From an optimization exercise on the open Yosys and OpenROAD flow, aimed at a short achievable clock period and few clock cycles per item; shortcuts taken in it are not production practice. Only simulation tests tie the RTL to the original design; equivalence was not proved. No driver is modelled on the clock port, so clock power and skew are understated where the tree is cut down; a real chip needs a root buffer or a tree. Power and IR drop assume default switching activity.

[flow/post_cts_hook.tcl]
# Runs at the end of ORFS's cts.tcl (POST_CTS_TCL).
source [file join [file dirname $::env(POST_CTS_TCL)] post_cts.tcl]
# Leaf buffers as CTS made them; above them 12 inverters, then 4 inverters
# driven by the clock port (two inversions: the registers see the port's edge).
if {[my_rebuild_clock_top "" {{12 sky130_fd_sc_hd__clkinv_16} {4 sky130_fd_sc_hd__clkinv_16}}]} {
  detailed_placement
  estimate_parasitics -placement
  repair_timing_helper
  detailed_placement
  check_placement -verbose
  estimate_parasitics -placement
  report_clock_latency
  report_worst_slack
}
[config.mk]
export PLATFORM = sky130hd
export DESIGN_NAME = mem_responder
export DESIGN_NICKNAME = mem_responder
export VERILOG_FILES = /design/flow/design.v
export SDC_FILE = /design/flow/constraint.sdc
export NUM_CORES = 4
export LEC_CHECK = 0
export CAP_MARGIN = 20
export CORE_MARGIN = 2
export CORE_UTILIZATION = 45
export CTS_CLUSTER_DIAMETER = 100
export CTS_CLUSTER_SIZE = 25
export SETUP_SLACK_MARGIN = 3.05
export SLEW_MARGIN = 20
export TNS_END_PERCENT = 100
[constraint.sdc]
create_clock -name core_clock -period 5.0 [get_ports {clk}]
set_input_delay 1.0000 -clock core_clock [delete_from_list [all_inputs] [get_ports {clk}]]
set_output_delay 1.0000 -clock core_clock [all_outputs]
set_load 0.01 [all_outputs]
[design.v]
module mem_responder #(
    parameter int ADDR_BITS = 8,
    parameter int LATENCY   = 2
) (
    input  logic        clk,
    input  logic        reset,
    input  logic        req_valid,
    output logic        req_ready,
    input  logic        req_wr,
    input  logic [31:0] req_addr,
    input  logic [31:0] req_wdata,
    input  logic [3:0]  req_be,
    output logic        resp_valid,
    input  logic        resp_ready,
    output logic [31:0] resp_rdata,
    output logic        resp_err
);
    localparam int WORDS  = 64;
    localparam int QDEPTH = 4;      
    localparam int QW     = 2;        
    logic [31:0] mem_q [WORDS];
    logic        ready_q;
    logic        acc;
    assign acc = req_valid && ready_q;
    logic        take_req;
    assign take_req = acc && !reset;
    logic        be_ok;
    logic        err;
    always_comb begin
        case (req_be)
            4'b0001, 4'b0010, 4'b0100, 4'b1000,
            4'b0011, 4'b1100, 4'b1111: be_ok = 1'b1;
            default:                   be_ok = 1'b0;
        endcase
        err = (req_addr[31:8] != 24'd0) || !be_ok;
    end
    logic        v1;
    logic        err1;
    logic        wen1;            
    logic [31:0] d1;
    logic [3:0]  web1 [WORDS];    
    logic        rsel1 [WORDS];   
    always_ff @(posedge clk) begin
        v1   <= take_req;
        err1 <= err;
        wen1 <= take_req && req_wr && !err;
        d1   <= req_wdata;
        for (int w = 0; w < WORDS; w++) begin
            web1[w]  <= (req_wr && req_addr[7:2] == 6'(w)) ? req_be : 4'b0000;
            rsel1[w] <= !req_wr && req_addr[7:2] == 6'(w);
        end
    end
    always_ff @(posedge clk) begin
        for (int w = 0; w < WORDS; w++)
            for (int b = 0; b < 4; b++)
                if (wen1 && web1[w][b]) mem_q[w][8*b +: 8] <= d1[8*b +: 8];
    end
    logic        v2;
    logic        err2;
    logic [31:0] rda2 [8];
    always_ff @(posedge clk) begin
        v2   <= v1 && !reset;
        err2 <= err1;
        for (int g = 0; g < 8; g++) begin
            logic [31:0] acc_g;
            acc_g = 32'd0;
            for (int k = 0; k < 8; k++)
                acc_g = acc_g | (mem_q[8*g+k] & {32{rsel1[8*g+k]}});
            rda2[g] <= acc_g;
        end
    end
    logic [31:0] rd;
    always_comb begin
        rd = 32'd0;
        for (int g = 0; g < 8; g++) rd = rd | rda2[g];
        if (err2) rd = 32'd0;
    end
    logic          ov;
    logic [32:0]   od;
    logic [32:0]   fifo [QDEPTH];
    logic [QW-1:0] wp, rp, rp1;
    logic [QW:0]   qn;            
    logic [QW:0]   cnt;           
    logic        take;
    logic [32:0] inc;
    logic [32:0] head_keep, head_next;
    logic        ov_keep, ov_next;
    logic [QW:0] cnt_d;
    assign take = ov && resp_ready;
    assign inc  = {err2, rd};
    assign rp1  = rp + 1'b1;
    assign ov_keep   = (qn != '0) || v2;
    assign head_keep = (qn != '0) ? fifo[rp] : inc;
    assign ov_next   = (qn > (QW+1)'(1)) || v2;
    assign head_next = (qn > (QW+1)'(1)) ? fifo[rp1] : inc;
    always_comb begin
        cnt_d = cnt;
        if (acc && !take)      cnt_d = cnt + 1'b1;
        else if (!acc && take) cnt_d = cnt - 1'b1;
    end
    always_ff @(posedge clk) begin
        if (v2) fifo[wp] <= inc;
        od <= take ? head_next : head_keep;
    end
    always_ff @(posedge clk) begin
        if (reset) begin
            ov      <= 1'b0;
            wp      <= '0;
            rp      <= '0;
            qn      <= '0;
            cnt     <= '0;
            ready_q <= 1'b1;
        end else begin
            ov <= take ? ov_next : ov_keep;
            if (v2)   wp <= wp + 1'b1;
            if (take) rp <= rp1;
            if (v2 && !take)      qn <= qn + 1'b1;
            else if (take && !v2) qn <= qn - 1'b1;
            cnt     <= cnt_d;
            ready_q <= (cnt_d < (QW+1)'(QDEPTH));
        end
    end
    assign req_ready  = ready_q;
    assign resp_valid = ov;
    assign resp_rdata = od[31:0];
    assign resp_err   = od[32];
endmodule
[standard.sh]
#!/bin/bash
# synth_recipe.tcl (not shown) runs the flow's synth.tcl, then flattens the netlist and writes it again
# the make line also repeats each setting of config.mk as NAME=value (left out here)
make -C /OpenROAD-flow-scripts/flow DESIGN_CONFIG=/design/flow/config.mk WORK_HOME=/design/flow/orfs CLKGATE_MAP_FILE= SYNTH_SCRIPT=/design/flow/synth_recipe.tcl "${@:-finish}"
[flow/run.sh]
#!/bin/bash
# Own flow: the standard layout (standard.sh), with one change after clock
# tree synthesis (flow/post_cts_hook.tcl, flow/post_cts.tcl): the leaf buffers
# that ORFS's CTS made (each driving a cluster of flip-flop clock pins) are
# kept, and the levels above them are rebuilt as 12 inverters, each at the
# centre of a group of nearby leaf buffers, driven by 4 inverters that the
# clock port drives. Every register's clock passes through the same three
# levels.
set -euo pipefail
W=$(pwd)
export POST_CTS_TCL="$W/flow/post_cts_hook.tcl"
bash "$W/standard.sh" > "$W/standard.log" 2>&1
[flow/post_cts.tcl]

proc pc_center {inst} {
  set b [$inst getBBox]
  return [list [expr {([$b xMin] + [$b xMax]) / 2.0}] [expr {([$b yMin] + [$b yMax]) / 2.0}]]
}

# k-means on points {x y}; returns {assignment centres_x centres_y}
proc pc_kmeans {pts k iters} {
  set n [llength $pts]
  set k [expr {min($k, $n)}]
  # start from k points spread through the list sorted by angle around the centre
  set mx 0.0; set my 0.0
  foreach p $pts { set mx [expr {$mx + [lindex $p 0]}]; set my [expr {$my + [lindex $p 1]}] }
  set mx [expr {$mx / $n}]; set my [expr {$my / $n}]
  set keyed {}
  set i 0
  foreach p $pts {
    lappend keyed [list [expr {atan2([lindex $p 1] - $my, [lindex $p 0] - $mx)}] $i]
    incr i
  }
  set keyed [lsort -real -index 0 $keyed]
  set cx {}; set cy {}
  for {set c 0} {$c < $k} {incr c} {
    set idx [lindex $keyed [expr {int(($c + 0.5) * $n / $k)}] 1]
    lappend cx [expr {($mx + [lindex $pts $idx 0]) / 2.0}]
    lappend cy [expr {($my + [lindex $pts $idx 1]) / 2.0}]
  }
  for {set it 0} {$it < $iters} {incr it} {
    set asg {}
    foreach p $pts {
      lassign $p x y
      set best 0; set bd 1e30
      for {set c 0} {$c < $k} {incr c} {
        set dx [expr {$x - [lindex $cx $c]}]; set dy [expr {$y - [lindex $cy $c]}]
        set d [expr {$dx * $dx + $dy * $dy}]
        if {$d < $bd} { set bd $d; set best $c }
      }
      lappend asg $best
    }
    set sx [lrepeat $k 0.0]; set sy [lrepeat $k 0.0]; set sn [lrepeat $k 0]
    foreach p $pts a $asg {
      lset sx $a [expr {[lindex $sx $a] + [lindex $p 0]}]
      lset sy $a [expr {[lindex $sy $a] + [lindex $p 1]}]
      lset sn $a [expr {[lindex $sn $a] + 1}]
    }
    for {set c 0} {$c < $k} {incr c} {
      if {[lindex $sn $c] > 0} {
        lset cx $c [expr {[lindex $sx $c] / [lindex $sn $c]}]
        lset cy $c [expr {[lindex $sy $c] / [lindex $sn $c]}]
      }
    }
  }
  return [list $asg $cx $cy]
}

proc pc_out_net {inst} {
  foreach it [$inst getITerms] {
    if {[$it getIoType] eq "OUTPUT" && [$it getNet] ne "NULL"} { return [$it getNet] }
  }
  return ""
}

proc pc_in_term {inst} {
  foreach it [$inst getITerms] {
    if {[$it getIoType] eq "INPUT" && [[$it getMTerm] getSigType] ni {POWER GROUND}} { return $it }
  }
  error "no input on [$inst getName]"
}

proc my_rebuild_clock_top {leafcell levels} {
  set db [ord::get_db]
  set block [ord::get_db_block]
  set rnet [[$block findBTerm clk] getNet]
  # Walk the tree from the port
  set cells {}
  set todo [list $rnet]
  while {[llength $todo]} {
    set net [lindex $todo 0]; set todo [lrange $todo 1 end]
    foreach it [$net getITerms] {
      if {[$it getIoType] ne "INPUT"} continue
      set inst [$it getInst]
      if {[[$inst getMaster] isSequential]} continue
      lappend cells $inst
      set o [pc_out_net $inst]
      if {$o ne ""} { lappend todo $o }
    }
  }
  set leaves {}
  set others {}
  foreach inst $cells {
    set o [pc_out_net $inst]
    set isleaf 0
    if {$o ne ""} {
      foreach it [$o getITerms] {
        if {[$it getIoType] eq "INPUT" && [[[$it getInst] getMaster] isSequential]} { set isleaf 1; break }
      }
    }
    if {$isleaf} { lappend leaves $inst } else { lappend others $inst }
  }
  # A leaf whose net also feeds other tree cells would lose them: keep the tree then
  foreach inst $leaves {
    foreach it [[pc_out_net $inst] getITerms] {
      if {[$it getIoType] eq "INPUT" && ![[[$it getInst] getMaster] isSequential]} {
        if {[lsearch -exact $others [$it getInst]] >= 0 && [pc_out_net [$it getInst]] ne ""} {
          puts "post_cts: leaf [$inst getName] also drives tree cells, tree kept"
          return 0
        }
      }
    }
  }
  puts "post_cts: [llength $leaves] leaf buffers kept, [llength $others] upper tree cells removed"
  foreach inst $leaves { [pc_in_term $inst] disconnect }
  set dead {}
  foreach inst $others {
    set o [pc_out_net $inst]
    if {$o ne ""} { lappend dead $o }
    odb::dbInst_destroy $inst
  }
  foreach net $dead { odb::dbNet_destroy $net }
  if {$leafcell ne ""} {
    set lm [$db findMaster $leafcell]
    set new {}
    foreach inst $leaves { lappend new [pc_replace_cell $inst $lm] }
    set leaves $new
  }
  # Build the levels above the leaves, bottom up; the last level is driven by the port
  set nodes $leaves
  set lv 0
  foreach level $levels {
    lassign $level n cell
    set pts {}
    foreach inst $nodes { lappend pts [pc_center $inst] }
    lassign [pc_kmeans $pts $n 30] asg gx gy
    set m [$db findMaster $cell]
    set nets {}
    set made {}
    set sizes {}
    for {set g 0} {$g < [llength $gx]} {incr g} {
      set inst [odb::dbInst_create $block $m "clkbuf_top${lv}_$g"]
      set net [odb::dbNet_create $block "clknet_top${lv}_$g"]
      $net setSigType CLOCK
      set w [$m getWidth]; set h [$m getHeight]
      $inst setLocation [expr {int([lindex $gx $g] - $w / 2)}] [expr {int([lindex $gy $g] - $h / 2)}]
      $inst setPlacementStatus PLACED
      foreach it [$inst getITerms] {
        if {[[$it getMTerm] getSigType] in {POWER GROUND}} continue
        if {[$it getIoType] eq "OUTPUT"} { $it connect $net }
      }
      lappend nets $net
      lappend made $inst
      lappend sizes 0
    }
    foreach inst $nodes a $asg {
      [pc_in_term $inst] connect [lindex $nets $a]
      lset sizes $a [expr {[lindex $sizes $a] + 1}]
    }
    puts "post_cts: level $lv: [llength $made] x $cell, fanout $sizes"
    set nodes $made
    incr lv
  }
  foreach inst $nodes { [pc_in_term $inst] connect $rnet }
  puts "post_cts: port drives [llength $nodes] cells"
  return 1
}

# Replace a one-input, one-output cell by another of a different master
proc pc_replace_cell {inst master} {
  set block [ord::get_db_block]
  set name [$inst getName]
  set loc [$inst getLocation]
  set in [[pc_in_term $inst] getNet]
  set out [pc_out_net $inst]
  odb::dbInst_destroy $inst
  set new [odb::dbInst_create $block $master "${name}_r"]
  $new setLocation {*}$loc
  $new setPlacementStatus PLACED
  foreach it [$new getITerms] {
    if {[[$it getMTerm] getSigType] in {POWER GROUND}} continue
    if {[$it getIoType] eq "OUTPUT"} { $it connect $out }
    if {[$it getIoType] eq "INPUT" && $in ne "NULL"} { $it connect $in }
  }
  return $new
}
==> impl_metrics.prom, run 1 <==
# TYPE chip_impl_metric gauge
chip_impl_metric{name="finalSetupTns",unit="ns"} 0
chip_impl_metric{name="synthDominantCellAreaShare",unit=""} 0.678
chip_impl_info{name="nature_of_the_critical_path_startpoint",value="flip-flop"} 1
chip_impl_metric{name="clk_pin_slew",unit="ns"} 0.10
chip_impl_metric{name="synth_area_per_cell",unit="sq um"} 17.8
chip_impl_metric{name="dpl_cell_area",unit="sq um"} 101000
chip_impl_metric{name="numClockSinks",unit=""} 2840
chip_impl_metric{name="layout_min_cycle_time",unit="ns"} 2.00
chip_impl_info{name="sort_of_element_at_the_end_of_the_critical_path",value="flip-flop"} 1
chip_impl_metric{name="grt_pass1_vias",unit=""} 48400
chip_impl_metric{name="route.antenna.remaining_nets",unit=""} 0
chip_impl_metric{name="worst-endpoint-required",unit="ns"} 5.30
chip_impl_metric{name="synth_warnings",unit=""} 5
chip_impl_metric{name="fmax",unit="GHz"} 0.501
chip_impl_metric{name="peakVddDrop",unit="mV"} 0.270
chip_impl_metric{name="mappedNetlistArea",unit="sq um"} 96500
chip_impl_metric{name="grt_util_all_layers",unit=""} 0.240
chip_impl_metric{name="dp_worst_setup_slack",unit="ns"} 1.46
chip_impl_metric{name="power-per-cell-area",unit="nW/um^2"} 366
chip_impl_info{name="run_status",value="finished clean"} 1
chip_impl_info{name="rsz0062_at_grt",value="true"} 1
chip_impl_metric{name="setup_ws",unit="ns"} 3.00
chip_impl_metric{name="viasPerCell",unit=""} 6.16
chip_impl_metric{name="ys_seq_area_frac",unit=""} 0.815
chip_impl_metric{name="syn_nets",unit=""} 5495
chip_impl_metric{name="ys_types",unit=""} 52
chip_impl_metric{name="grt_pass1_wl",unit="um"} 371000
chip_impl_metric{name="drc",unit=""} 0
chip_impl_metric{name="async_flop_share",unit=""} 0
chip_impl_info{name="crit_path_cell_trace",value="nor4_2 > a21oi_1 > a221o_1"} 1
chip_impl_metric{name="final_area",unit="sq um"} 106000
chip_impl_metric{name="dr.first_iter.drc_count",unit=""} 6835
chip_impl_metric{name="place_hpwl",unit="um"} 156000
chip_impl_metric{name="clock_latency",unit="ns"} 0.47
chip_impl_metric{name="critical_path_peak_fanout",unit=""} 5
chip_impl_metric{name="core_area",unit="sq um"} 213000
chip_impl_metric{name="fill_cells",unit=""} 17400
chip_impl_metric{name="ys_ff_latch",unit=""} 2840
chip_impl_info{name="min-delay-path-class",value="flip-flop to flip-flop"} 1
chip_impl_metric{name="finalHoldViolCount",unit=""} 0
chip_impl_metric{name="number_of_standard_cell_rows_in_the_floorplan",unit=""} 169
chip_impl_info{name="worstSetupPathType",value="flip-flop to flip-flop"} 1
chip_impl_metric{name="io_pins",unit=""} 108
chip_impl_info{name="crit_slowest_cell",value="sky130_fd_sc_hd__nor4_2"} 1
chip_impl_metric{name="die_height",unit="um"} 467
chip_impl_metric{name="die_width",unit="um"} 467
chip_impl_metric{name="period_utilization",unit=""} 0.399
chip_impl_metric{name="grt_antenna_before_repair",unit=""} 26
chip_impl_metric{name="flow.area_growth_from_synthesis",unit="%"} 9.42
chip_impl_metric{name="critPathMaxStageDelay",unit="ns"} 0.57
chip_impl_metric{name="maxSlewViolCount",unit=""} 0
chip_impl_metric{name="effective_utilization_at_floorplan",unit=""} 0.454
chip_impl_metric{name="setup_viol_count_final",unit=""} 0
chip_impl_metric{name="layout-drive-gt1-share",unit=""} 0.148
chip_impl_info{name="ys_top_cells_by_count",value="sky130_fd_sc_hd__edfxtp_1 (2,180), sky130_fd_sc_hd__a22oi_1 (1,024), sky130_fd_sc_hd__dfxtp_1 (660)"} 1
chip_impl_metric{name="grt-ovfl-total",unit=""} 0
chip_impl_metric{name="grt_max_degree",unit=""} 129
chip_impl_info{name="synth.most_common_cell",value="sky130_fd_sc_hd__edfxtp_1"} 1
chip_impl_metric{name="critical_path.n_buffers_inverters",unit=""} 0
chip_impl_metric{name="drt-pass1-iter-count",unit=""} 6
chip_impl_metric{name="final_weighted_congestion_of_routability_driven_global_placement",unit=""} 0.832
chip_impl_metric{name="worst_slew_margin_rel",unit=""} 0.283
chip_impl_info{name="yosys-top-cells-area",value="sky130_fd_sc_hd__edfxtp_1 (68%), sky130_fd_sc_hd__dfxtp_1 (14%), sky130_fd_sc_hd__a22oi_1 (8.0%)"} 1
chip_impl_metric{name="route.vias.total",unit=""} 51100
chip_impl_metric{name="area_enclosed_by_the_die_boundary",unit="sq um"} 218000
chip_impl_metric{name="worst_slew_pin_slew",unit="ns"} 1.08
chip_impl_metric{name="port_buffers",unit=""} 105
chip_impl_metric{name="layout_net_count",unit=""} 5557
chip_impl_metric{name="cap_viol_max_count",unit=""} 0
chip_impl_info{name="yosys.area.top_type",value="sky130_fd_sc_hd__edfxtp_1"} 1
chip_impl_metric{name="wl_per_cell",unit="um"} 32.2
chip_impl_metric{name="timing.clock.skew",unit="ns"} 0.108
chip_impl_metric{name="synth-edff-count",unit=""} 2180
chip_impl_metric{name="drt-total-wl",unit="um"} 267000
chip_impl_info{name="synth_ff_type",value="sky130_fd_sc_hd__edfxtp_1"} 1
chip_impl_info{name="cp_top_delay_family",value="compound AO/OA/AOI/OAI gates"} 1
chip_impl_metric{name="number_of_instances_in_the_synthesized_netlist",unit=""} 5409
chip_impl_metric{name="leakage",unit="nW"} 33.0
chip_impl_metric{name="critical_path_arrival",unit="ns"} 2.29
[logic make-up after synthesis]
| logic type | after synthesis | synth area share |
|---|---|---|
| compound gates | 1104 | 0.0858 |
| mux | 69 | 0.0159 |
| simple gates | 1058 | 0.0659 |
| fa+ha+maj | 13 | 0.00169 |
| flops | 2840 | 0.815 |
| buf+inv | 320 | 0.0151 |
| xor+xnor | 5 | 0.000454 |
[where the power goes]
part / switching, W / internal [W]
Combinational: 0.000930 / 0.000499
Clock: 0.00710 / 0.00446
Sequential: 0.000170 / 0.0255
Total: 0.00820 / 0.0304
[per-stage QoR]
stage                     utilization  hold WS [ns]  power [W]  std cells
final                           0.496         0.339     0.0386       8300
after global routing            0.496         0.347     0.0396       8293
after detailed placement        0.473         0.319     0.0274       8105
after floorplan                     -         0.310     0.0267       5409
after global placement          0.473         0.314     0.0274       8104
[layer usage]
| layer | routed length, um | up-vias | track usage | part of all wire |
|---|---|---|---|---|
| met4 | 7410 | 6 | 0.0608 | 0.028 |
| met1 | 114000 | 26800 | 0.361 | 0.43 |
| li1 | - | 21500 | - | - |
| met5 | 31 | - | 0 | 0.00012 |
| met3 | 24400 | 302 | 0.0358 | 0.091 |
| met2 | 121000 | 2520 | 0.366 | 0.45 |
[area by class of cell, clock buffers not listed]
type                    instances  area (sq um)  share of cell area
well taps                    2821          3530              0.0334
multi-input cells            2251         17500               0.166
diodes                         10          25.0            0.000237
flip-flops and latches       2840         78800               0.747
repair buffers                235          2220              0.0211
inverters                      26           520             0.00493
[registers in the layout (all words and copies together), names as in the netlist, named ones only]
register / cells
wp: 2
v2: 1
ov: 1
err2: 1
rsel1: 64
wen1: 1
fifo: 132
rp: 2
od: 33
v1: 1
ready_q: 1
mem_q: 2048
web1: 256
d1: 32
err1: 1
qn: 3
rda2: 256
cnt: 3
[worst paths after layout]
path          startpoint  endpoint  slack, ns  depth (start not counted)
max          rda2[7][24]    od[24]       3.00                          3
min                 err1      err2       0.34                          0
max reg2reg  rda2[7][24]    od[24]       3.00                          3
min reg2reg         err1      err2       0.34                          0
[layout by cell type (no fill, tap or decap), types with 4 or more instances in the layout]
master                            netlist  layout
sky130_fd_sc_hd__edfxtp_1            2180    2180
sky130_fd_sc_hd__a22oi_1             1024    1024
sky130_fd_sc_hd__dfxtp_1              660     539
sky130_fd_sc_hd__and2_1               509     325
sky130_fd_sc_hd__nand4_1              259     259
sky130_fd_sc_hd__and2_2                 0     176
sky130_fd_sc_hd__clkbuf_16              0     117
sky130_fd_sc_hd__dfxtp_2                0     116
sky130_fd_sc_hd__buf_4                  1     113
sky130_fd_sc_hd__nor2_1               133      89
sky130_fd_sc_hd__mux4_2                62      62
sky130_fd_sc_hd__clkdlybuf4s50_1        1      56
sky130_fd_sc_hd__and3_1                43      43
sky130_fd_sc_hd__a221o_1               32      32
sky130_fd_sc_hd__buf_6                  6      32
sky130_fd_sc_hd__a21oi_1               37      29
sky130_fd_sc_hd__nor4_2                 0      28
sky130_fd_sc_hd__nor2_2                 2      24
sky130_fd_sc_hd__nor4_1                72      22
sky130_fd_sc_hd__nor4_4                 0      22
sky130_fd_sc_hd__nor2_4                 0      22
sky130_fd_sc_hd__clkinv_16              0      16
sky130_fd_sc_hd__ha_1                  13      11
sky130_fd_sc_hd__buf_2                  9      11
sky130_fd_sc_hd__buf_12                 3      11
sky130_fd_sc_hd__diode_2                0      10
sky130_fd_sc_hd__and2_4                 0       9
sky130_fd_sc_hd__inv_1                 10       8
sky130_fd_sc_hd__a21oi_2                0       8
sky130_fd_sc_hd__dfxtp_4                0       5
sky130_fd_sc_hd__or4b_4                 0       4
sky130_fd_sc_hd__nand4b_1               4       4
sky130_fd_sc_hd__buf_8                  0       4
[worst reg2reg max path, delay by kind of cell, from the launching register on]
kind | cells | cell delay, ns
DFF | 1 | 0.46
and+or+nand+nor | 1 | 0.57
AOI/OAI and AO/OA | 2 | 0.81
Testbench counts, summed over its fixed seeds: cycles 4,824, items 4,800.
==> inputs of run 2 (changes only) <==
--- a/config.mk
+++ b/config.mk
@@ -10,6 +10,6 @@
 export CORE_UTILIZATION = 45
 export CTS_CLUSTER_DIAMETER = 100
 export CTS_CLUSTER_SIZE = 25
-export SETUP_SLACK_MARGIN = 3.05
+export SETUP_SLACK_MARGIN = 2.95
 export SLEW_MARGIN = 20
 export TNS_END_PERCENT = 100
==> run 2 against run 1 <==
Compared with the run above: first-iteration DRC count shrank 13%; global-route usage decreased by 1.1 points; clock skew is 0.0089 ns higher; register-to-register slack got worse by 0.13 ns; clock power barely moved; highest routed layer unchanged; largest power group unchanged; combinational power shrank 8%; synthesized cell count is the same.
==> impl_metrics.prom, run 2 <==
# TYPE chip_impl_metric gauge
chip_impl_info{name="run_status",value="finished clean"} 1
chip_impl_metric{name="critical_path_arrival",unit="ns"} 2.48
chip_impl_info{name="final_common_cell",value="sky130_fd_sc_hd__edfxtp_1"} 1
chip_impl_metric{name="grt_max_degree",unit=""} 113
chip_impl_metric{name="viasPerCell",unit=""} 6.00
chip_impl_metric{name="critPathMaxStageDelay",unit="ns"} 0.94
chip_impl_metric{name="layout_net_count",unit=""} 5551
chip_impl_metric{name="core_area",unit="sq um"} 213000
chip_impl_metric{name="critical_path_peak_fanout",unit=""} 5
chip_impl_metric{name="route.vias.total",unit=""} 49800
chip_impl_metric{name="grt_antenna_before_repair",unit=""} 19
chip_impl_metric{name="dpl_cell_area",unit="sq um"} 101000
chip_impl_metric{name="drt-pass1-iter-count",unit=""} 6
chip_impl_metric{name="place_hpwl",unit="um"} 158000
chip_impl_metric{name="worst-endpoint-required",unit="ns"} 5.35
chip_impl_metric{name="synth_area_per_cell",unit="sq um"} 17.8
chip_impl_metric{name="final_area",unit="sq um"} 105000
chip_impl_metric{name="fill_cells",unit=""} 17500
chip_impl_metric{name="die_width",unit="um"} 467
chip_impl_metric{name="finalHoldViolCount",unit=""} 0
chip_impl_metric{name="clk_pin_slew",unit="ns"} 0.10
chip_impl_metric{name="fmax",unit="GHz"} 0.470
chip_impl_metric{name="power-per-cell-area",unit="nW/um^2"} 366
chip_impl_metric{name="cap_viol_max_count",unit=""} 0
chip_impl_metric{name="setup_viol_count_final",unit=""} 0
chip_impl_metric{name="wl_per_cell",unit="um"} 30.8
chip_impl_metric{name="flow.area_growth_from_synthesis",unit="%"} 8.88
chip_impl_info{name="crit_path_cell_trace",value="nor4_2 > a21oi_1 > a221o_1"} 1
chip_impl_info{name="most-common-layout-cells",value="sky130_fd_sc_hd__edfxtp_1 (2,180), sky130_fd_sc_hd__a22oi_1 (1,024), sky130_fd_sc_hd__dfxtp_1 (566)"} 1
chip_impl_metric{name="drt-total-wl",unit="um"} 255000
chip_impl_metric{name="dp_worst_setup_slack",unit="ns"} 1.54
chip_impl_metric{name="grt_pass1_vias",unit=""} 47900
chip_impl_metric{name="synth_warnings",unit=""} 5
chip_impl_metric{name="port_buffers",unit=""} 105
chip_impl_metric{name="synthDominantCellAreaShare",unit=""} 0.678
chip_impl_metric{name="worst_slew_pin_slew",unit="ns"} 1.15
chip_impl_metric{name="finalSetupTns",unit="ns"} 0
chip_impl_metric{name="syn_nets",unit=""} 5495
chip_impl_metric{name="area_occupied_by_multi_input_gates",unit="sq um"} 17200
chip_impl_metric{name="largest_register_ff_count",unit=""} 2048
chip_impl_metric{name="grt_pass1_wl",unit="um"} 358000
chip_impl_info{name="ys_top_cells_by_count",value="sky130_fd_sc_hd__edfxtp_1 (2,180), sky130_fd_sc_hd__a22oi_1 (1,024), sky130_fd_sc_hd__dfxtp_1 (660)"} 1
chip_impl_metric{name="number_of_instances_in_the_synthesized_netlist",unit=""} 5409
chip_impl_metric{name="numClockSinks",unit=""} 2840
chip_impl_info{name="regMostFlops",value="mem_q"} 1
chip_impl_metric{name="async_flop_share",unit=""} 0
chip_impl_metric{name="die_height",unit="um"} 467
chip_impl_info{name="min-delay-path-class",value="flip-flop to flip-flop"} 1
chip_impl_metric{name="design_power_total",unit="W"} 0.0384
chip_impl_info{name="nature_of_the_critical_path_startpoint",value="flip-flop"} 1
chip_impl_metric{name="ys_ff_latch",unit=""} 2840
chip_impl_metric{name="layout-drive-gt1-share",unit=""} 0.125
chip_impl_metric{name="grt-ovfl-total",unit=""} 0
chip_impl_metric{name="synth-edff-count",unit=""} 2180
chip_impl_metric{name="drc",unit=""} 0
chip_impl_metric{name="number_of_standard_cell_rows_in_the_floorplan",unit=""} 169
chip_impl_metric{name="dr.first_iter.drc_count",unit=""} 5951
chip_impl_metric{name="footprint_of_the_flip_flops_and_latches",unit="sq um"} 78800
chip_impl_info{name="reg_top3",value="mem_q: 2048 flops, rda2: 256 flops, web1: 256 flops"} 1
chip_impl_metric{name="route.antenna.remaining_nets",unit=""} 0
chip_impl_metric{name="ys_types",unit=""} 52
chip_impl_metric{name="grt_util_all_layers",unit=""} 0.229
chip_impl_metric{name="setup_ws",unit="ns"} 2.87
chip_impl_metric{name="area_enclosed_by_the_die_boundary",unit="sq um"} 218000
chip_impl_info{name="yosys-top-cells-area",value="sky130_fd_sc_hd__edfxtp_1 (68%), sky130_fd_sc_hd__dfxtp_1 (14%), sky130_fd_sc_hd__a22oi_1 (8.0%)"} 1
chip_impl_info{name="rsz0062_at_grt",value="false"} 1
chip_impl_metric{name="period_utilization",unit=""} 0.426
chip_impl_info{name="sort_of_element_at_the_end_of_the_critical_path",value="flip-flop"} 1
chip_impl_metric{name="timing.clock.skew",unit="ns"} 0.117
chip_impl_metric{name="clock_latency",unit="ns"} 0.48
chip_impl_metric{name="worst_hold_slack",unit="ns"} 0.321
chip_impl_info{name="synth_ff_type",value="sky130_fd_sc_hd__edfxtp_1"} 1
chip_impl_info{name="crit_slowest_cell",value="sky130_fd_sc_hd__nor4_2"} 1
chip_impl_info{name="yosys.area.top_type",value="sky130_fd_sc_hd__edfxtp_1"} 1
chip_impl_metric{name="final_weighted_congestion_of_routability_driven_global_placement",unit=""} 0.833
chip_impl_metric{name="peakVddDrop",unit="mV"} 0.313
chip_impl_info{name="worstSetupPathType",value="flip-flop to flip-flop"} 1
chip_impl_metric{name="worst_slew_margin_rel",unit=""} 0.234
chip_impl_metric{name="mappedNetlistArea",unit="sq um"} 96500
chip_impl_metric{name="maxSlewViolCount",unit=""} 0
chip_impl_metric{name="leakage",unit="nW"} 32.8
chip_impl_metric{name="ys_seq_area_frac",unit=""} 0.815
chip_impl_metric{name="layout_min_cycle_time",unit="ns"} 2.13
chip_impl_metric{name="io_pins",unit=""} 108
chip_impl_metric{name="effective_utilization_at_floorplan",unit=""} 0.454
chip_impl_info{name="synth.most_common_cell",value="sky130_fd_sc_hd__edfxtp_1"} 1
run 2: cell counts after synthesis:
No cell type changed its count.
run 2: where the power goes:
group | switching, W | total (W) | internal (W)
Combinational | 0.000833 | 0.00131 | 0.000477
Clock | 0.00705 | 0.0115 | 0.00443
Sequential | 0.000166 | 0.0256 | 0.0255
run 2: stage by stage:
step                std cells   util
floorplan                5409      -
global placement         8121  0.473
detailed placement       8121  0.473
global route             8289  0.494
finish                   8298  0.494
run 2: cell type report, clock buffers not listed:
class,count,area share
multi-input combinational,2250,0.164
inverter,26,0.00497
sequential,2840,0.750
tap,2821,0.0336
antenna,14,0.000333
timing repair buffer,231,0.0198
run 2: routing by layer:
metal  share of wire  GRT usage  up-vias  routed length [um]
met5        0.000051          0        -                  13
met4           0.027     0.0599        2                6800
met3           0.063     0.0264      272               16100
met2            0.50      0.385     1848              127000
met1            0.41      0.317    26200              105000
li1                -          -    21500                   -
run 2: path summary, 6_finish.rpt:
kind	from	to	slack (ns)	depth (start not counted)
max	rda2[6][17]	od[17]	2.87	3
min	err1	err2	0.32	0
max reg2reg	rda2[6][17]	od[17]	2.87	3
min reg2reg	err1	err2	0.32	0
run 2: worst max-delay path: cells and delay by family (launching register included):
kind / cells / cell delay [ns]
flip-flops: 1 / 0.43
AND/OR/NAND/NOR: 1 / 0.94
AO/OA/AOI/OAI: 2 / 0.71
run 2: cells by family after synthesis:
group                    count (synthesis)  share of synthesized area
flip-flops                            2840                      0.815
AO/OA/AOI/OAI                         1104                     0.0858
AND/OR/NAND/NOR                       1058                     0.0659
buffers and inverters                  320                     0.0151
multiplexers                            69                     0.0159
adder cells (fa/ha/maj)                 13                    0.00169
XOR/XNOR                                 5                   0.000454
==> inputs of run 3 (changes only) <==
--- a/flow/post_cts.tcl
+++ b/flow/post_cts.tcl
@@ -36,6 +36,46 @@
         if {$d < $bd} { set bd $d; set best $c }
       }
       lappend asg $best
+    }
+    set sx [lrepeat $k 0.0]; set sy [lrepeat $k 0.0]; set sn [lrepeat $k 0]
+    foreach p $pts a $asg {
+      lset sx $a [expr {[lindex $sx $a] + [lindex $p 0]}]
+      lset sy $a [expr {[lindex $sy $a] + [lindex $p 1]}]
+      lset sn $a [expr {[lindex $sn $a] + 1}]
+    }
+    for {set c 0} {$c < $k} {incr c} {
+      if {[lindex $sn $c] > 0} {
+        lset cx $c [expr {[lindex $sx $c] / [lindex $sn $c]}]
+        lset cy $c [expr {[lindex $sy $c] / [lindex $sn $c]}]
+      }
+    }
+  }
+  return [list $asg $cx $cy]
+}
+
+# Balance a clustering: reassign points greedily by distance to the centres,
+# at most cap points per centre, then move the centres; a few rounds.
+proc pc_balance {pts cx cy cap rounds} {
+  set k [llength $cx]
+  for {set r 0} {$r < $rounds} {incr r} {
+    set pairs {}
+    set i 0
+    foreach p $pts {
+      lassign $p x y
+      for {set c 0} {$c < $k} {incr c} {
+        set dx [expr {$x - [lindex $cx $c]}]; set dy [expr {$y - [lindex $cy $c]}]
+        lappend pairs [list [expr {$dx * $dx + $dy * $dy}] $i $c]
+      }
+      incr i
+    }
+    set pairs [lsort -real -index 0 $pairs]
+    set asg [lrepeat [llength $pts] -1]
+    set used [lrepeat $k 0]
+    foreach pr $pairs {
+      lassign $pr d i c
+      if {[lindex $asg $i] >= 0 || [lindex $used $c] >= $cap} continue
+      lset asg $i $c
+      lset used $c [expr {[lindex $used $c] + 1}]
     }
     set sx [lrepeat $k 0.0]; set sy [lrepeat $k 0.0]; set sn [lrepeat $k 0]
     foreach p $pts a $asg {
@@ -131,6 +171,8 @@
     set pts {}
     foreach inst $nodes { lappend pts [pc_center $inst] }
     lassign [pc_kmeans $pts $n 30] asg gx gy
+    set cap [expr {int(ceil(double([llength $pts]) / [llength $gx]))}]
+    lassign [pc_balance $pts $gx $gy $cap 5] asg gx gy
     set m [$db findMaster $cell]
     set nets {}
     set made {}
--- a/config.mk
+++ b/config.mk
@@ -10,6 +10,6 @@
 export CORE_UTILIZATION = 45
 export CTS_CLUSTER_DIAMETER = 100
 export CTS_CLUSTER_SIZE = 25
-export SETUP_SLACK_MARGIN = 2.95
+export SETUP_SLACK_MARGIN = 3.1
 export SLEW_MARGIN = 20
 export TNS_END_PERCENT = 100
==> run 3 against run 2 <==
Compared with the run above: sequential power hardly changed; highest routed layer unchanged; largest power group unchanged; sequential share of layout area is 0.40 points lower; synthesized cell count stayed put; final area is 0.55% higher; flip-flop and latch count stayed put; cell count is 0.18% higher; synthesized area stayed put; largest cell class unchanged; global-route usage is 0.81 points higher; combinational power is 7% higher; critical path type is now primary input to flip-flop.
==> impl_metrics.prom, run 3 <==
# TYPE chip_impl_metric gauge
chip_impl_info{name="synth.most_common_cell",value="sky130_fd_sc_hd__edfxtp_1"} 1
chip_impl_metric{name="io_pins",unit=""} 108
chip_impl_metric{name="dp_worst_setup_slack",unit="ns"} 1.22
chip_impl_metric{name="grt_antenna_before_repair",unit=""} 14
chip_impl_metric{name="layout_min_cycle_time",unit="ns"} 1.92
chip_impl_metric{name="drt-pass1-iter-count",unit=""} 5
chip_impl_metric{name="area_enclosed_by_the_die_boundary",unit="sq um"} 218000
chip_impl_metric{name="cap_viol_max_count",unit=""} 0
chip_impl_info{name="synth_ff_type",value="sky130_fd_sc_hd__edfxtp_1"} 1
chip_impl_metric{name="peakVddDrop",unit="mV"} 0.340
chip_impl_metric{name="die_width",unit="um"} 467
chip_impl_metric{name="grt_pass1_wl",unit="um"} 368000
chip_impl_info{name="reg_top3",value="mem_q: 2048 flops, rda2: 256 flops, web1: 256 flops"} 1
chip_impl_info{name="yosys.area.top_type",value="sky130_fd_sc_hd__edfxtp_1"} 1
chip_impl_metric{name="leakage",unit="nW"} 33.0
chip_impl_metric{name="worst_hold_slack",unit="ns"} 0.348
chip_impl_metric{name="finalSetupTns",unit="ns"} 0
chip_impl_metric{name="worst-endpoint-required",unit="ns"} 5.37
chip_impl_metric{name="critical_path_peak_fanout",unit=""} 8
chip_impl_metric{name="synthDominantCellAreaShare",unit=""} 0.678
chip_impl_info{name="run_status",value="finished clean"} 1
chip_impl_metric{name="grt_util_all_layers",unit=""} 0.237
chip_impl_metric{name="largest_register_ff_count",unit=""} 2048
chip_impl_metric{name="timing.clock.skew",unit="ns"} 0.0509
chip_impl_metric{name="final_util",unit=""} 0.497
chip_impl_metric{name="combPwrFrac",unit=""} 0.036
chip_impl_metric{name="finalHoldViolCount",unit=""} 0
chip_impl_metric{name="setup_viol_count_final",unit=""} 0
chip_impl_info{name="ys_top_cells_by_count",value="sky130_fd_sc_hd__edfxtp_1 (2,180), sky130_fd_sc_hd__a22oi_1 (1,024), sky130_fd_sc_hd__dfxtp_1 (660)"} 1
chip_impl_metric{name="core_area",unit="sq um"} 213000
chip_impl_metric{name="port_buffers",unit=""} 105
chip_impl_metric{name="p_sw",unit="W"} 0.00815
chip_impl_info{name="crit_path_cell_trace",value="bufbuf_16 > or4b_4 > buf_6 > nor2_4 > and2_1"} 1
chip_impl_metric{name="ys_seq_area_frac",unit=""} 0.815
chip_impl_info{name="most-common-layout-cells",value="sky130_fd_sc_hd__edfxtp_1 (2,180), sky130_fd_sc_hd__a22oi_1 (1,024), sky130_fd_sc_hd__dfxtp_1 (549)"} 1
chip_impl_metric{name="die_height",unit="um"} 467
chip_impl_metric{name="clk_pin_slew",unit="ns"} 0.10
chip_impl_metric{name="syn_nets",unit=""} 5495
chip_impl_info{name="final_common_cell",value="sky130_fd_sc_hd__edfxtp_1"} 1
chip_impl_metric{name="synth_area_per_cell",unit="sq um"} 17.8
chip_impl_metric{name="switching_fraction",unit=""} 0.212
chip_impl_metric{name="synth-edff-count",unit=""} 2180
chip_impl_metric{name="fmax",unit="GHz"} 0.520
chip_impl_metric{name="worst_slew_pin_slew",unit="ns"} 1.04
chip_impl_metric{name="place_hpwl",unit="um"} 158000
chip_impl_metric{name="period_utilization",unit=""} 0.385
chip_impl_metric{name="dr.first_iter.drc_count",unit=""} 5693
chip_impl_info{name="sort_of_element_at_the_end_of_the_critical_path",value="flip-flop"} 1
chip_impl_metric{name="mappedNetlistArea",unit="sq um"} 96500
chip_impl_metric{name="internal_power",unit="W"} 0.0304
chip_impl_info{name="cp_top_delay_family",value="simple AND/OR/NAND/NOR gates"} 1
chip_impl_metric{name="number_of_instances_in_the_synthesized_netlist",unit=""} 5409
chip_impl_metric{name="drc",unit=""} 0
chip_impl_metric{name="critical_path.n_buffers_inverters",unit=""} 2
chip_impl_metric{name="worst_slew_margin_rel",unit=""} 0.305
chip_impl_metric{name="ys_types",unit=""} 52
chip_impl_metric{name="synth_warnings",unit=""} 5
chip_impl_metric{name="route.vias.total",unit=""} 50300
chip_impl_metric{name="drt-total-wl",unit="um"} 263000
chip_impl_metric{name="clock_latency",unit="ns"} 0.45
chip_impl_metric{name="route.antenna.remaining_nets",unit=""} 0
chip_impl_info{name="yosys-top-cells-area",value="sky130_fd_sc_hd__edfxtp_1 (68%), sky130_fd_sc_hd__dfxtp_1 (14%), sky130_fd_sc_hd__a22oi_1 (8.0%)"} 1
chip_impl_metric{name="grt-ovfl-total",unit=""} 0
chip_impl_metric{name="critPathMaxStageDelay",unit="ns"} 0.54
chip_impl_metric{name="effective_utilization_at_floorplan",unit=""} 0.454
chip_impl_metric{name="ys_ff_latch",unit=""} 2840
chip_impl_info{name="rsz0062_at_grt",value="true"} 1
chip_impl_metric{name="power-per-cell-area",unit="nW/um^2"} 364
chip_impl_metric{name="async_flop_share",unit=""} 0
chip_impl_metric{name="flow.area_growth_from_synthesis",unit="%"} 9.49
chip_impl_metric{name="ff2ff_setup_slack",unit="ns"} 3.08
chip_impl_metric{name="layout-drive-gt1-share",unit=""} 0.141
chip_impl_info{name="crit_slowest_cell",value="sky130_fd_sc_hd__or4b_4"} 1
chip_impl_info{name="regMostFlops",value="mem_q"} 1
chip_impl_metric{name="layout_net_count",unit=""} 5571
chip_impl_metric{name="grt_pass1_vias",unit=""} 48600
chip_impl_metric{name="share_of_total_power_in_the_clock_network",unit=""} 0.298
chip_impl_metric{name="numClockSinks",unit=""} 2840
chip_impl_metric{name="sequentialPowerShare",unit=""} 0.665
chip_impl_metric{name="number_of_standard_cell_rows_in_the_floorplan",unit=""} 169
chip_impl_metric{name="maxSlewViolCount",unit=""} 0
chip_impl_info{name="nature_of_the_critical_path_startpoint",value="primary input"} 1
chip_impl_metric{name="final_weighted_congestion_of_routability_driven_global_placement",unit=""} 0.827
chip_impl_metric{name="setup_ws",unit="ns"} 3.08
chip_impl_metric{name="grt_max_degree",unit=""} 108
chip_impl_metric{name="critical_path_arrival",unit="ns"} 2.30
chip_impl_metric{name="viasPerCell",unit=""} 6.05
chip_impl_info{name="min-delay-path-class",value="flip-flop to flip-flop"} 1
chip_impl_metric{name="wl_per_cell",unit="um"} 31.7
chip_impl_info{name="worstSetupPathType",value="primary input to flip-flop"} 1
-- run 3: cell counts after synthesis --
Identical to the previous run, type by type.
-- run 3: logic make-up (layout without fill, tap and decap cells) --
group | after synthesis | after routing | synth area share
XOR/XNOR | 5 | 5 | 0.000454
multiplexers | 69 | 69 | 0.0159
AND/OR/NAND/NOR | 1058 | 1059 | 0.0659
other | 0 | 9 | 0
buffers and inverters | 320 | 393 | 0.0151
flip-flops | 2840 | 2840 | 0.815
AO/OA/AOI/OAI | 1104 | 1104 | 0.0858
adder cells (fa/ha/maj) | 13 | 13 | 0.00169
-- run 3: per-layer routing --
metal	vias to the layer above	wire length (um)	GRT usage
met2	2011	130000	0.397
met1	26500	107000	0.326
met5	-	15	0
met4	2	8870	0.0769
met3	336	17100	0.0240
li1	21500	-	-
-- run 3: path summary, 6_finish.rpt --
| path | start | end | depth (start not counted) |
|---|---|---|---|
| worst min-delay path | err1 | err2 | 0 |
| worst min register to register | err1 | err2 | 0 |
| worst max register to register | rda2[3][5] | od[5] | 3 |
| worst max-delay path | req_addr[4] | web1[36][0] | 5 |
-- run 3: power by group through the flow --
| stage | logic, W | registers, W | clock network [W] |
|---|---|---|---|
| finish | 0.00140 | 0.0256 | 0.0115 |
| global route | 0.00148 | 0.0256 | 0.0125 |
| detailed placement | 0.00127 | 0.0262 | 0 |
| global placement | 0.00125 | 0.0262 | 0 |
| floorplan | 0.000571 | 0.0262 | 0 |
-- run 3: layout make-up, clock buffers not listed --
class	instances	area, sq um
Fill cell	17500	107000
Sequential cell	2840	78800
Multi-Input combinational cell	2250	17400
Tap cell	2821	3530
Timing Repair Buffer	252	2490
Inverter	26	520
Antenna cell	9	22.5
-- run 3: through the flow --
stage | cells | total power, W | instance area (sq um)
floorplan | 5409 | 0.0267 | 97000
global placement | 8130 | 0.0274 | 101000
detailed placement | 8130 | 0.0274 | 101000
global route | 8305 | 0.0396 | 106000
finish | 8313 | 0.0385 | 106000
==> inputs of run 4 (changes only) <==
--- a/config.mk
+++ b/config.mk
@@ -7,9 +7,9 @@
 export LEC_CHECK = 0
 export CAP_MARGIN = 20
 export CORE_MARGIN = 2
-export CORE_UTILIZATION = 45
+export CORE_UTILIZATION = 60
 export CTS_CLUSTER_DIAMETER = 100
 export CTS_CLUSTER_SIZE = 25
-export SETUP_SLACK_MARGIN = 3.1
+export SETUP_SLACK_MARGIN = 3.2
 export SLEW_MARGIN = 20
 export TNS_END_PERCENT = 100
==> run 4 against run 3 <==
Compared with the run above: still clean; die area fell by 25%; total power shrank 0.26%; critical path type unchanged; global-route usage increased by 8.1 points; synthesized cell count did not move; sequential share of layout area grew 0.22 points; critical endpoint is now web1[40][3]; clock skew is 0.0082 ns lower; flip-flop and latch count unchanged; routed wire length fell by 0.23%; via count is 0.69% higher; worst setup slack improved by 0.012 ns.
==> impl_metrics.prom, run 4 <==
# TYPE chip_impl_metric gauge
chip_impl_info{name="run_status",value="finished clean"} 1
chip_impl_metric{name="finalSetupTns",unit="ns"} 0
chip_impl_metric{name="viasPerCell",unit=""} 6.60
chip_impl_metric{name="critical_path_arrival",unit="ns"} 2.26
chip_impl_metric{name="route.antenna.remaining_nets",unit=""} 0
chip_impl_info{name="hp-start",value="err1"} 1
chip_impl_metric{name="route.vias.total",unit=""} 50700
chip_impl_metric{name="power-per-cell-area",unit="nW/um^2"} 365
chip_impl_metric{name="grt_pass1_wl",unit="um"} 365000
chip_impl_metric{name="layout_net_count",unit=""} 5605
chip_impl_metric{name="area_enclosed_by_the_die_boundary",unit="sq um"} 164000
chip_impl_metric{name="fmax",unit="GHz"} 0.523
chip_impl_info{name="worstSetupStartpoint",value="req_addr[4]"} 1
chip_impl_info{name="synth.most_common_cell",value="sky130_fd_sc_hd__edfxtp_1"} 1
chip_impl_info{name="worstSetupPathType",value="primary input to flip-flop"} 1
chip_impl_metric{name="syn_nets",unit=""} 5495
chip_impl_metric{name="ys_seq_area_frac",unit=""} 0.815
chip_impl_metric{name="fill_cells",unit=""} 11000
chip_impl_info{name="yosys-top-cells-area",value="sky130_fd_sc_hd__edfxtp_1 (68%), sky130_fd_sc_hd__dfxtp_1 (14%), sky130_fd_sc_hd__a22oi_1 (8.0%)"} 1
chip_impl_metric{name="synth-edff-count",unit=""} 2180
chip_impl_metric{name="layout-drive-gt1-share",unit=""} 0.155
chip_impl_metric{name="layout_min_cycle_time",unit="ns"} 1.91
chip_impl_metric{name="effective_utilization_at_floorplan",unit=""} 0.602
chip_impl_metric{name="numClockSinks",unit=""} 2840
chip_impl_metric{name="place_hpwl",unit="um"} 160000
chip_impl_info{name="rsz0062_at_grt",value="true"} 1
chip_impl_metric{name="wl_per_cell",unit="um"} 34.2
chip_impl_info{name="ys_top_cells_by_count",value="sky130_fd_sc_hd__edfxtp_1 (2,180), sky130_fd_sc_hd__a22oi_1 (1,024), sky130_fd_sc_hd__dfxtp_1 (660)"} 1
chip_impl_info{name="synth_ff_type",value="sky130_fd_sc_hd__edfxtp_1"} 1
chip_impl_metric{name="die_width",unit="um"} 405
chip_impl_metric{name="maxSlewViolCount",unit=""} 0
chip_impl_info{name="final_common_cell",value="sky130_fd_sc_hd__edfxtp_1"} 1
chip_impl_metric{name="number_of_standard_cell_rows_in_the_floorplan",unit=""} 147
chip_impl_metric{name="clock_latency",unit="ns"} 0.44
chip_impl_metric{name="dr.first_iter.drc_count",unit=""} 6272
chip_impl_metric{name="grt_pass1_vias",unit=""} 47900
chip_impl_metric{name="core_area",unit="sq um"} 160000
chip_impl_metric{name="clk_pin_slew",unit="ns"} 0.10
chip_impl_info{name="r2r_start",value="rda2[7][28]"} 1
chip_impl_info{name="min-delay-path-class",value="flip-flop to flip-flop"} 1
chip_impl_metric{name="port_buffers",unit=""} 105
chip_impl_metric{name="grt_util_all_layers",unit=""} 0.318
chip_impl_metric{name="number_of_instances_in_the_synthesized_netlist",unit=""} 5409
chip_impl_metric{name="finalHoldViolCount",unit=""} 0
chip_impl_metric{name="footprint_of_the_flip_flops_and_latches",unit="sq um"} 78800
chip_impl_info{name="reg_top3",value="mem_q: 2048 flops, rda2: 256 flops, web1: 256 flops"} 1
chip_impl_metric{name="timing.clock.skew",unit="ns"} 0.0427
chip_impl_metric{name="ys_ff_latch",unit=""} 2840
chip_impl_info{name="cp_top_delay_family",value="simple AND/OR/NAND/NOR gates"} 1
chip_impl_metric{name="ys_types",unit=""} 52
chip_impl_metric{name="leakage",unit="nW"} 33.2
chip_impl_info{name="yosys.area.top_type",value="sky130_fd_sc_hd__edfxtp_1"} 1
chip_impl_metric{name="grt_antenna_before_repair",unit=""} 15
chip_impl_metric{name="critPathMaxStageDelay",unit="ns"} 0.70
chip_impl_metric{name="drt-total-wl",unit="um"} 263000
chip_impl_metric{name="dp_worst_setup_slack",unit="ns"} 1.00
chip_impl_metric{name="area_occupied_by_multi_input_gates",unit="sq um"} 17700
chip_impl_metric{name="critical_path.n_buffers_inverters",unit=""} 1
chip_impl_metric{name="async_flop_share",unit=""} 0
chip_impl_info{name="crit_slowest_cell",value="sky130_fd_sc_hd__or4b_4"} 1
chip_impl_metric{name="synthDominantCellAreaShare",unit=""} 0.678
chip_impl_metric{name="final_weighted_congestion_of_routability_driven_global_placement",unit=""} 0.832
chip_impl_metric{name="peakVddDrop",unit="mV"} 0.327
chip_impl_metric{name="critical_path_peak_fanout",unit=""} 7
chip_impl_metric{name="worst_hold_slack",unit="ns"} 0.334
chip_impl_metric{name="setup_ws",unit="ns"} 3.09
chip_impl_info{name="crit_path_cell_trace",value="buf_12 > or4b_4 > nor2_4 > and2_1"} 1
chip_impl_info{name="sort_of_element_at_the_end_of_the_critical_path",value="flip-flop"} 1
chip_impl_metric{name="io_pins",unit=""} 108
chip_impl_metric{name="flow.area_growth_from_synthesis",unit="%"} 9.16
chip_impl_metric{name="setup_viol_count_final",unit=""} 0
chip_impl_metric{name="synth_area_per_cell",unit="sq um"} 17.8
chip_impl_metric{name="design_power_total",unit="W"} 0.0384
chip_impl_info{name="regMostFlops",value="mem_q"} 1
chip_impl_metric{name="die_height",unit="um"} 405
chip_impl_metric{name="worst-endpoint-required",unit="ns"} 5.35
chip_impl_metric{name="mappedNetlistArea",unit="sq um"} 96500
chip_impl_metric{name="grt_max_degree",unit=""} 96
chip_impl_metric{name="worst_slew_margin_rel",unit=""} 0.297
chip_impl_metric{name="period_utilization",unit=""} 0.383
chip_impl_metric{name="cap_viol_max_count",unit=""} 0
chip_impl_metric{name="drc",unit=""} 0
chip_impl_info{name="most-common-layout-cells",value="sky130_fd_sc_hd__edfxtp_1 (2,180), sky130_fd_sc_hd__a22oi_1 (1,024), sky130_fd_sc_hd__dfxtp_1 (549)"} 1
chip_impl_info{name="nature_of_the_critical_path_startpoint",value="primary input"} 1
chip_impl_metric{name="synth_warnings",unit=""} 5
chip_impl_metric{name="worst_slew_pin_slew",unit="ns"} 1.05
chip_impl_metric{name="grt-ovfl-total",unit=""} 0
chip_impl_metric{name="largest_register_ff_count",unit=""} 2048
chip_impl_metric{name="drt-pass1-iter-count",unit=""} 6
==> run 4: cell counts after synthesis <==
No cell type changed its count.
==> run 4: path summary, 6_finish.rpt <==
check	end	slack, ns	depth (start not counted)
setup reg to reg	od[28]	3.17	3
hold reg to reg	err2	0.33	0
setup / recovery	web1[40][3]	3.09	4
hold / removal	err2	0.33	0
==> run 4: cell families (layout without fill, tap and decap cells) <==
logic type / Yosys count / count (layout) / synth area share
flip-flops: 2840 / 2840 / 0.815
AO/OA/AOI/OAI: 1104 / 1105 / 0.0858
AND/OR/NAND/NOR: 1058 / 1061 / 0.0659
buffers and inverters: 320 / 424 / 0.0151
multiplexers: 69 / 69 / 0.0159
adder cells (fa/ha/maj): 13 / 13 / 0.00169
XOR/XNOR: 5 / 5 / 0.000454
other: 0 / 4 / 0
==> run 4: through the flow <==
step,instances,instance area (sq um),utilization
after global placement,7484,100000,0.625
final,7681,105000,0.658
after global routing,7677,105000,0.658
after floorplan,5409,97000,-
after detailed placement,7484,100000,0.625
==> run 4: cell type report, clock buffers not listed <==
| class | count | area share |
|---|---|---|
| Antenna cell | 4 | 0.0000950 |
| Inverter | 26 | 0.00494 |
| Multi-Input combinational cell | 2253 | 0.168 |
| Sequential cell | 2840 | 0.748 |
| Tap cell | 2160 | 0.0257 |
| Timing Repair Buffer | 284 | 0.0259 |
==> run 4: metal layers <==
| layer | wire length [um] | track usage | up-vias |
|---|---|---|---|
| li1 | - | - | 21600 |
| met1 | 107000 | 0.455 | 26700 |
| met2 | 128000 | 0.518 | 2102 |
| met3 | 18700 | 0.0392 | 319 |
| met4 | 9000 | 0.0962 | 4 |
| met5 | 41 | 0 | - |
==> run 4: power breakdown <==
group	internal (W)	total, W	switching (W)
clock network	0.00437	0.0114	0.00700
registers	0.0255	0.0256	0.000136
logic	0.000510	0.00145	0.000937
total	0.0303	0.0384	0.00807
==> inputs of run 5 (changes only) <==
--- a/config.mk
+++ b/config.mk
@@ -7,7 +7,7 @@
 export LEC_CHECK = 0
 export CAP_MARGIN = 20
 export CORE_MARGIN = 2
-export CORE_UTILIZATION = 60
+export CORE_UTILIZATION = 45
 export CTS_CLUSTER_DIAMETER = 100
 export CTS_CLUSTER_SIZE = 25
 export SETUP_SLACK_MARGIN = 3.2
==> run 5 against run 4 <==
Compared with the run above: critical path depth is 3 lower; critical path type is now flip-flop to output pin; clock skew is 0.019 ns higher; utilization is 16 points lower; hold slack better by 0.010 ns; final area is 1.0% higher; first-iteration DRC count is 1.7% lower; largest power group unchanged; combinational power is 3% higher; sequential power hardly changed; total power is 0.70% higher.
==> impl_metrics.prom, run 5 <==
# TYPE chip_impl_metric gauge
chip_impl_info{name="run_status",value="finished clean"} 1
chip_impl_metric{name="met3RoutedLength",unit="um"} 21900
chip_impl_metric{name="clock_latency",unit="ns"} 0.44
chip_impl_metric{name="numClockSinks",unit=""} 2840
chip_impl_metric{name="critPathMaxStageDelay",unit="ns"} 0.34
chip_impl_metric{name="period_utilization",unit=""} 0.380
chip_impl_metric{name="critical_path_arrival",unit="ns"} 0.90
chip_impl_metric{name="switching_fraction",unit=""} 0.213
chip_impl_info{name="most-common-layout-cells",value="sky130_fd_sc_hd__edfxtp_1 (2,180), sky130_fd_sc_hd__a22oi_1 (1,023), sky130_fd_sc_hd__dfxtp_1 (555)"} 1
chip_impl_metric{name="design_power_total",unit="W"} 0.0387
chip_impl_metric{name="ys_types",unit=""} 52
chip_impl_metric{name="area_enclosed_by_the_die_boundary",unit="sq um"} 218000
chip_impl_metric{name="grt_pass1_vias",unit=""} 48200
chip_impl_metric{name="core_area",unit="sq um"} 213000
chip_impl_metric{name="sequentialPowerShare",unit=""} 0.662
chip_impl_metric{name="cap_viol_max_count",unit=""} 0
chip_impl_metric{name="peakVddDrop",unit="mV"} 0.217
chip_impl_metric{name="viasPerCell",unit=""} 6.10
chip_impl_metric{name="grt_antenna_before_repair",unit=""} 12
chip_impl_metric{name="io_pins",unit=""} 108
chip_impl_metric{name="fmax",unit="GHz"} 0.527
chip_impl_metric{name="leakage",unit="nW"} 33.3
chip_impl_info{name="hp-start",value="err1"} 1
chip_impl_info{name="r2r_start",value="rda2[2][9]"} 1
chip_impl_metric{name="largest_register_ff_count",unit=""} 2048
chip_impl_info{name="crit_path_cell_trace",value="buf_6"} 1
chip_impl_metric{name="finalSetupTns",unit="ns"} 0
chip_impl_metric{name="effective_utilization_at_floorplan",unit=""} 0.454
chip_impl_metric{name="place_hpwl",unit="um"} 158000
chip_impl_metric{name="layout_min_cycle_time",unit="ns"} 1.90
chip_impl_metric{name="p_sw",unit="W"} 0.00825
chip_impl_info{name="rsz0062_at_grt",value="true"} 1
chip_impl_metric{name="ys_ff_latch",unit=""} 2840
chip_impl_metric{name="maxSlewViolCount",unit=""} 0
chip_impl_metric{name="route.vias.total",unit=""} 50800
chip_impl_metric{name="clk_pin_slew",unit="ns"} 0.10
chip_impl_info{name="synth.most_common_cell",value="sky130_fd_sc_hd__edfxtp_1"} 1
chip_impl_metric{name="synthDominantCellAreaShare",unit=""} 0.678
chip_impl_info{name="synth_ff_type",value="sky130_fd_sc_hd__edfxtp_1"} 1
chip_impl_info{name="crit_slowest_cell",value="sky130_fd_sc_hd__dfxtp_2"} 1
chip_impl_metric{name="die_height",unit="um"} 467
chip_impl_metric{name="wl_per_cell",unit="um"} 32.1
chip_impl_metric{name="grt_max_degree",unit=""} 65
chip_impl_metric{name="flow.area_growth_from_synthesis",unit="%"} 10.3
chip_impl_info{name="final_common_cell",value="sky130_fd_sc_hd__edfxtp_1"} 1
chip_impl_metric{name="mappedNetlistArea",unit="sq um"} 96500
chip_impl_info{name="worstSetupPathType",value="flip-flop to output pin"} 1
chip_impl_metric{name="grt_util_all_layers",unit=""} 0.240
chip_impl_metric{name="area_occupied_by_multi_input_gates",unit="sq um"} 17800
chip_impl_metric{name="fill_cells",unit=""} 17300
chip_impl_metric{name="grt-ovfl-total",unit=""} 0
chip_impl_info{name="worstSetupStartpoint",value="od[12]"} 1
chip_impl_metric{name="drt-pass1-iter-count",unit=""} 5
chip_impl_metric{name="drc",unit=""} 0
chip_impl_metric{name="power-per-cell-area",unit="nW/um^2"} 363
chip_impl_info{name="reg_top3",value="mem_q: 2048 flops, rda2: 256 flops, web1: 256 flops"} 1
chip_impl_metric{name="async_flop_share",unit=""} 0
chip_impl_info{name="yosys-top-cells-area",value="sky130_fd_sc_hd__edfxtp_1 (68%), sky130_fd_sc_hd__dfxtp_1 (14%), sky130_fd_sc_hd__a22oi_1 (8.0%)"} 1
chip_impl_metric{name="synth-edff-count",unit=""} 2180
chip_impl_info{name="cp_top_delay_family",value="flip-flops"} 1
chip_impl_metric{name="worst_slew_pin_slew",unit="ns"} 1.03
chip_impl_metric{name="detailroute.wirelength.met2",unit="um"} 126000
chip_impl_metric{name="worstSetupPathDepth",unit=""} 1
chip_impl_metric{name="worst-endpoint-required",unit="ns"} 4.00
chip_impl_metric{name="layout_net_count",unit=""} 5601
chip_impl_metric{name="synth_warnings",unit=""} 5
chip_impl_info{name="regMostFlops",value="mem_q"} 1
chip_impl_metric{name="drt-met1-wl",unit="um"} 113000
chip_impl_metric{name="port_buffers",unit=""} 105
chip_impl_metric{name="die_width",unit="um"} 467
chip_impl_info{name="nature_of_the_critical_path_startpoint",value="flip-flop"} 1
[run 5: power by group through the flow]
stage	Combinational, W	Clock, W	Sequential, W
final	0.00150	0.0116	0.0256
after global routing	0.00157	0.0125	0.0256
after detailed placement	0.00130	0	0.0261
after floorplan	0.000577	0	0.0262
after global placement	0.00128	0	0.0261
[run 5: layer usage]
metal  global-route usage  vias up
li1                     -    21600
met1                0.349    26800
met2                0.378     2175
met3               0.0346      270
met4               0.0659        4
met5                    0        -
[run 5: cell type report, clock buffers not listed]
| cell class | instances | area share |
|---|---|---|
| inverter | 26 | 0.00489 |
| timing repair buffer | 278 | 0.0265 |
| multi-input combinational | 2253 | 0.167 |
| antenna | 7 | 0.000165 |
| sequential | 2840 | 0.741 |
| tap | 2821 | 0.0332 |
[run 5: worst paths after layout]
kind	to	slack, ns
worst max-delay path	resp_rdata[12]	3.10
worst min-delay path	err2	0.34
worst max register to register	od[9]	3.14
worst min register to register	err2	0.34
[run 5: logic make-up (layout without fill, tap and decap cells)]
logic type               count (synthesis)  in the layout  share of synthesized area
other                                    0              7                          0
XOR/XNOR                                 5              5                   0.000454
buffers and inverters                  320            420                     0.0151
AND/OR/NAND/NOR                       1058           1061                     0.0659
flip-flops                            2840           2840                      0.815
adder cells (fa/ha/maj)                 13             13                    0.00169
AO/OA/AOI/OAI                         1104           1105                     0.0858
multiplexers                            69             69                     0.0159
[run 5: per-stage QoR]
step	area [sq um]	std cells	setup slack (ns)	hold slack [ns]	util
after floorplan	97000	5409	2.92	0.310	-
after global placement	101000	8127	1.40	0.317	0.474
after detailed placement	101000	8128	1.32	0.319	0.474
after global routing	106000	8334	3.05	0.348	0.500
final	106000	8341	3.10	0.344	0.500

## port drivers added, routing unchanged
How much do the figures lean on ideal ports? The routed layouts below were timed once more, with nothing changed but the port constraints.
Step 1 sets driving cells, clkbuf_16 on the clock port and buf_2 on the other inputs (assumed; they add their load-dependent delay and slew).
Step 2, shift: input delay + t, output delay - t, t = (earliest + latest rising clock arrival at the registers) / 2. This alone moves slack from input paths to output paths.
Slacks: ideal / step 1 / step 2; pairs: ideal / step 1.
run | t, ns | setup slack, ns | worst hold slack (ns) | worst slew at a driven data input, ns
run 1 | 0.730 | 3.003 / 2.756 / 2.474 | 0.339 / 0.339 / 0.339 | 0.16
run 2 | 0.739 | 2.872 / 2.740 / 2.403 | 0.321 / 0.321 / 0.321 | 0.16
run 3 | 0.733 | 3.076 / 2.795 / 2.468 | 0.348 / 0.348 / 0.348 | 0.18
run 4 | 0.730 | 3.087 / 2.778 / 2.533 | 0.334 / 0.334 / 0.334 | 0.23
run 5 | 0.732 | 3.101 / 2.780 / 2.618 | 0.344 / 0.344 / 0.344 | 0.23
After both steps setup and hold are still met in every run listed. The setup slack of run 3, which loses most, moves by -0.281 ns with the drivers and by -0.608 ns with both steps.
